Context: an optimization exercise on an open-source flow, tuned for small area. The choices shown serve that exercise and are no tape-out recipe.
The RTL was checked by simulation tests, not by an equivalence proof against the original design.
Power and IR drop assume default switching activity.

P:
==> flow/design.v <==
`timescale 1ns/1ps
module spu_exec_top (
	input  logic         clk,
	input  logic         arst_n,
	input  logic         in_valid,
	input  logic [10:0]  opcode,
	input  logic [127:0] ra,
	input  logic [127:0] rb,
	input  logic [9:0]   imm,
	output logic         out_valid,
	output logic [127:0] result,
	output logic         illegal_op
);
	logic known, invb, en_p, en_c, en_g, kinv, is_ceq, is_cgt, is_clgt, is_clz;
	logic hw, use_imm;
	assign hw      = opcode[3];  
	assign use_imm = opcode[5];  
	assign invb = opcode[9] | (opcode[6] & ~opcode[7] & (opcode[5] | ~opcode[0]));
	always_comb begin
		{known, en_p, en_c, en_g, kinv, is_ceq, is_cgt, is_clgt, is_clz} = '0;
		casez (opcode)
			11'b00011001000, 11'b00011000000,
			11'b0001110????:                  {known, en_p, en_c} = 3'b111;               
			11'b00001001000, 11'b00001000000,
			11'b0000110????:                  {known, en_p, en_c, kinv} = 4'b1111;  
			11'b00011000001, 11'b0001010????: {known, en_g} = 2'b11;                      
			11'b01011000001:                  {known, en_g} = 2'b11;               
			11'b00001000001, 11'b0000010????: {known, en_p, en_g} = 3'b111;               
			11'b01011001001:                  {known, en_p, en_g} = 3'b111;        
			11'b01001000001, 11'b0100010????: {known, en_p, kinv} = 3'b111;                
			11'b00011001001:                  {known, en_g, kinv} = 3'b111;               
			11'b00001001001:                  {known, en_p, en_g, kinv} = 4'b1111;        
			11'b01111001000, 11'b01111000000,
			11'b0111110????:                  {known, is_ceq} = 2'b11;             
			11'b01001001000, 11'b01001000000,
			11'b0100110????:                  {known, is_cgt} = 2'b11;             
			11'b01011001000, 11'b01011000000,
			11'b0101110????:                  {known, is_clgt} = 2'b11;            
			11'b01010100101:                  {known, is_clz} = 2'b11;                    
			default: ;
		endcase
	end
	logic [31:0] immx;
	always_comb begin
		immx[9:0]   = imm;
		immx[15:10] = {6{imm[9]}};
		immx[25:16] = hw ? imm : {10{imm[9]}};
		immx[31:26] = {6{imm[9]}};
	end
	logic [127:0] bp, p, g, c;
	logic [31:0] zb;
	assign zb = (immx & {32{use_imm}}) ^ {32{invb}};
	for (genvar i = 0; i < 128; i++) begin : g_bit
		assign bp[i] = (rb[i] & ~use_imm) ^ zb[i % 32];
		assign p[i]  = ra[i] ^ bp[i];
		assign g[i]  = ra[i] & bp[i];
	end
	logic [15:0] pg [8];
	logic [15:0] pp [8];
	always_comb begin
		for (int h = 0; h < 8; h++) begin
			pg[h] = g[h*16 +: 16];
			pp[h] = p[h*16 +: 16];
			for (int l = 0; l < 4; l++) begin
				for (int i = 0; i < 16; i++) begin
					if (i & (1 << l)) begin
						pg[h][i] = pg[h][i] | (pp[h][i] & pg[h][((i >> l) << l) - 1]);
						pp[h][i] = pp[h][i] & pp[h][((i >> l) << l) - 1];
					end
				end
			end
		end
	end
	logic [7:0] cin_h;  
	for (genvar h = 0; h < 8; h++) begin : g_half
		if (h % 2 == 0) begin : g_lo
			assign cin_h[h] = 1'b0;
		end else begin : g_hi
			assign cin_h[h] = ~hw & pg[h-1][15];
		end
		assign c[h*16] = cin_h[h];
		for (genvar i = 1; i < 16; i++) begin : g_c
			assign c[h*16 + i] = pg[h][i-1] | (pp[h][i-1] & cin_h[h]);
		end
	end
	logic [7:0] cmp_h;  
	for (genvar w = 0; w < 4; w++) begin : g_cmp
		logic gtu_w, gts_w, eq_w, cmp_w;
		logic [1:0] gtu_hh, gts_hh, eq_hh;
		for (genvar s = 0; s < 2; s++) begin : g_hh
			assign gtu_hh[s] = pg[2*w+s][15];
			assign gts_hh[s] = ~(gtu_hh[s] ^ p[(2*w+s)*16 + 15]);
			assign eq_hh[s]  = pp[2*w+s][15];
		end
		assign gtu_w = pg[2*w+1][15] | (pp[2*w+1][15] & pg[2*w][15]);
		assign gts_w = ~(gtu_w ^ p[w*32 + 31]);
		assign eq_w  = eq_hh[1] & eq_hh[0];
		assign cmp_w = (is_ceq & eq_w) | (is_cgt & gts_w) | (is_clgt & gtu_w);
		for (genvar s = 0; s < 2; s++) begin : g_sel
			assign cmp_h[2*w+s] = hw ? ((is_ceq & eq_hh[s]) | (is_cgt & gts_hh[s]) | (is_clgt & gtu_hh[s]))
			                         : cmp_w;
		end
	end
	logic [5:0] clz [4];
	for (genvar w = 0; w < 4; w++) begin : g_clz
		logic [15:0] z1; logic [15:0] n1;
		logic [7:0]  z2; logic [1:0] n2 [8];
		logic [3:0]  z3; logic [2:0] n3 [4];
		logic [1:0]  z4; logic [3:0] n4 [2];
		logic        z5; logic [4:0] n5;
		logic [31:0] x;
		assign x = ra[w*32 +: 32];
		for (genvar k = 0; k < 16; k++) begin : g_l1
			assign z1[k] = ~(x[2*k+1] | x[2*k]);
			assign n1[k] = ~x[2*k+1];
		end
		for (genvar k = 0; k < 8; k++) begin : g_l2
			assign z2[k] = z1[2*k+1] & z1[2*k];
			assign n2[k] = z1[2*k+1] ? {1'b1, n1[2*k]} : {1'b0, n1[2*k+1]};
		end
		for (genvar k = 0; k < 4; k++) begin : g_l3
			assign z3[k] = z2[2*k+1] & z2[2*k];
			assign n3[k] = z2[2*k+1] ? {1'b1, n2[2*k]} : {1'b0, n2[2*k+1]};
		end
		for (genvar k = 0; k < 2; k++) begin : g_l4
			assign z4[k] = z3[2*k+1] & z3[2*k];
			assign n4[k] = z3[2*k+1] ? {1'b1, n3[2*k]} : {1'b0, n3[2*k+1]};
		end
		assign z5 = z4[1] & z4[0];
		assign n5 = z4[1] ? {1'b1, n4[0]} : {1'b0, n4[1]};
		assign clz[w] = z5 ? 6'd32 : {1'b0, n5};
	end
	logic [127:0] y;
	for (genvar i = 0; i < 128; i++) begin : g_y
		logic k;
		if (i % 32 < 6) begin : g_k_clz
			assign k = (known & kinv) | cmp_h[i / 16] | (is_clz & clz[i / 32][i % 32]);
		end else begin : g_k
			assign k = (known & kinv) | cmp_h[i / 16];
		end
		assign y[i] = (p[i] & en_p) ^ ((c[i] & en_c) | (g[i] & en_g)) ^ k;
	end
	logic         v1, il1;
	logic [127:0] r1;
	always_ff @(posedge clk or negedge arst_n) begin
		if (!arst_n) begin
			v1        <= 1'b0;
			out_valid <= 1'b0;
		end else begin
			v1        <= in_valid;
			out_valid <= v1;
		end
	end
	always_ff @(posedge clk) begin
		r1         <= y;
		il1        <= ~known;
		result     <= r1;
		illegal_op <= il1;
	end
endmodule
Settings: LEC_CHECK=0, CAP_MARGIN=20, CORE_MARGIN=2, CORE_UTILIZATION=55, PLACE_DENSITY=0.65, SLEW_MARGIN=20; clock period 5.5 ns.
standard.sh (not shown) runs the stock make flow with config.mk's settings and CLKGATE_MAP_FILE= SYNTH_SCRIPT=/design/flow/synth_recipe.tcl, a recipe that flattens the netlist after the stock synthesis.
==> flow/flow/run.sh <==
#!/bin/bash
# Own layout flow: the standard ORFS flow (standard.sh) with
#  - an area-oriented ABC mapping script in synthesis (registers untouched),
#  - plain buf_1 cells as the port buffers,
#  - no timing-driven global placement (it buffered on overflowed placements),
#  - small clock buffers without dummy loads in CTS,
# Each tool's full output goes to a log file in this folder.
set -euo pipefail
W=$(pwd)
F=$W/flow

# synthesis script: the standard flow's, with ABC given our script instead of ORFS's
python3 - "$W" "$F" <<'PY'
import sys, os
w, f = sys.argv[1], sys.argv[2]
home = os.environ['FLOW_HOME']
s = open(os.path.join(home, 'scripts', 'synth.tcl')).read()
old = "  log_cmd abc {*}$abc_args\n"
assert s.count(old) == 1
s = s.replace(old, "  set abc_args [lreplace $abc_args 1 1 %s/abc_area.script]\n" % f + old)
open(os.path.join(w, 'own_synth_body.tcl'), 'w').write(s)
b = open(os.path.join(w, 'synth_recipe.tcl')).read()
old = "source $::env(SCRIPTS_DIR)/synth.tcl"
assert b.count(old) == 1
b = b.replace(old, "source %s/own_synth_body.tcl" % w)
open(os.path.join(w, 'own_synth.tcl'), 'w').write(b)
PY
sed "s#SYNTH_SCRIPT=[^ ]*#SYNTH_SCRIPT=$W/own_synth.tcl#" standard.sh > own_standard.sh
grep -q "SYNTH_SCRIPT=$W/own_synth.tcl" own_standard.sh

export BUFFER_PORTS_ARGS="-buffer_cell sky130_fd_sc_hd__buf_1"
export GPL_TIMING_DRIVEN=0
export CTS_ARGS="-sink_clustering_enable -repair_clock_nets -dont_use_dummy_load -buf_list sky130_fd_sc_hd__clkbuf_4 -sink_clustering_size 10 -sink_clustering_max_diameter 50"
bash own_standard.sh > flow_make.log 2>&1
==> flow/flow/abc_area.script <==
&get -n
&st
&dch
&nf -a
&put
topo
stime -c
Setup changes, P to Q
--- a/flow/design.v
+++ b/flow/design.v
@@ -12,25 +12,25 @@
 	output logic         illegal_op
 );
 	logic known, invb, en_p, en_c, en_g, kinv, is_ceq, is_cgt, is_clgt, is_clz;
 	logic hw, use_imm;
 	assign hw      = opcode[3];  
 	assign use_imm = opcode[5];  
-	assign invb = opcode[9] | (opcode[6] & ~opcode[7] & (opcode[5] | ~opcode[0]));
+	assign invb = opcode[6] & (opcode[7] ? opcode[9] : (opcode[5] | ~opcode[0]));
 	always_comb begin
 		{known, en_p, en_c, en_g, kinv, is_ceq, is_cgt, is_clgt, is_clz} = '0;
 		casez (opcode)
 			11'b00011001000, 11'b00011000000,
 			11'b0001110????:                  {known, en_p, en_c} = 3'b111;               
 			11'b00001001000, 11'b00001000000,
 			11'b0000110????:                  {known, en_p, en_c, kinv} = 4'b1111;  
 			11'b00011000001, 11'b0001010????: {known, en_g} = 2'b11;                      
 			11'b01011000001:                  {known, en_g} = 2'b11;               
 			11'b00001000001, 11'b0000010????: {known, en_p, en_g} = 3'b111;               
 			11'b01011001001:                  {known, en_p, en_g} = 3'b111;        
-			11'b01001000001, 11'b0100010????: {known, en_p, kinv} = 3'b111;                
+			11'b01001000001, 11'b0100010????: {known, en_p} = 2'b11;                      
 			11'b00011001001:                  {known, en_g, kinv} = 3'b111;               
 			11'b00001001001:                  {known, en_p, en_g, kinv} = 4'b1111;        
 			11'b01111001000, 11'b01111000000,
 			11'b0111110????:                  {known, is_ceq} = 2'b11;             
 			11'b01001001000, 11'b01001000000,
 			11'b0100110????:                  {known, is_cgt} = 2'b11;             
--- outcome ---
Re number of vias per cell after detailed routing: Q is 0.89% down on P. Last element of the critical path: r1[29] -> Q, r1[108] -> P. Across both runs, cell area was higher for Q than for P. Compared with P, Q shows area growth from synthesis to layout higher by 0.27 points. Number of buffers inserted by post-CTS setup repair delta for Q relative to P: 13 higher. Summary of Q over P: fraction of the cycle the final worst path needs stayed essentially flat; total global-route track usage stayed essentially flat; non-clock buffer count rose by 19; overall power rose by about 0.3%.

==> re-timing with driven ports <==
In the flow no input, the clock included, has a driving cell. The finished layouts below were timed again as built, in two steps.
Step 1: set_driving_cell puts a clkbuf_16 on clk and a buf_2 on each other input, an assumption about the parent block.
Step 2 moves the port delays by t, midway between the first and last clock arrival at a register: inputs arrive t later, outputs are due t later. That takes back most of the time a late clock gives input paths.
Three values: no drivers, after step 1, after step 2; two values: the first two.
run | t, ns | setup WS [ns] | cell pins on the clock port's net
P | 0.691 | 0.182 / 0.168 / -0.523 | 1
Q | 0.697 | 0.183 / 0.142 / -0.555 | 1
With both steps, setup timing fails in P and Q, where it was met with ideal ports. The setup slack of Q, which loses most, moves by -0.041 ns with the drivers and by -0.738 ns with both steps.
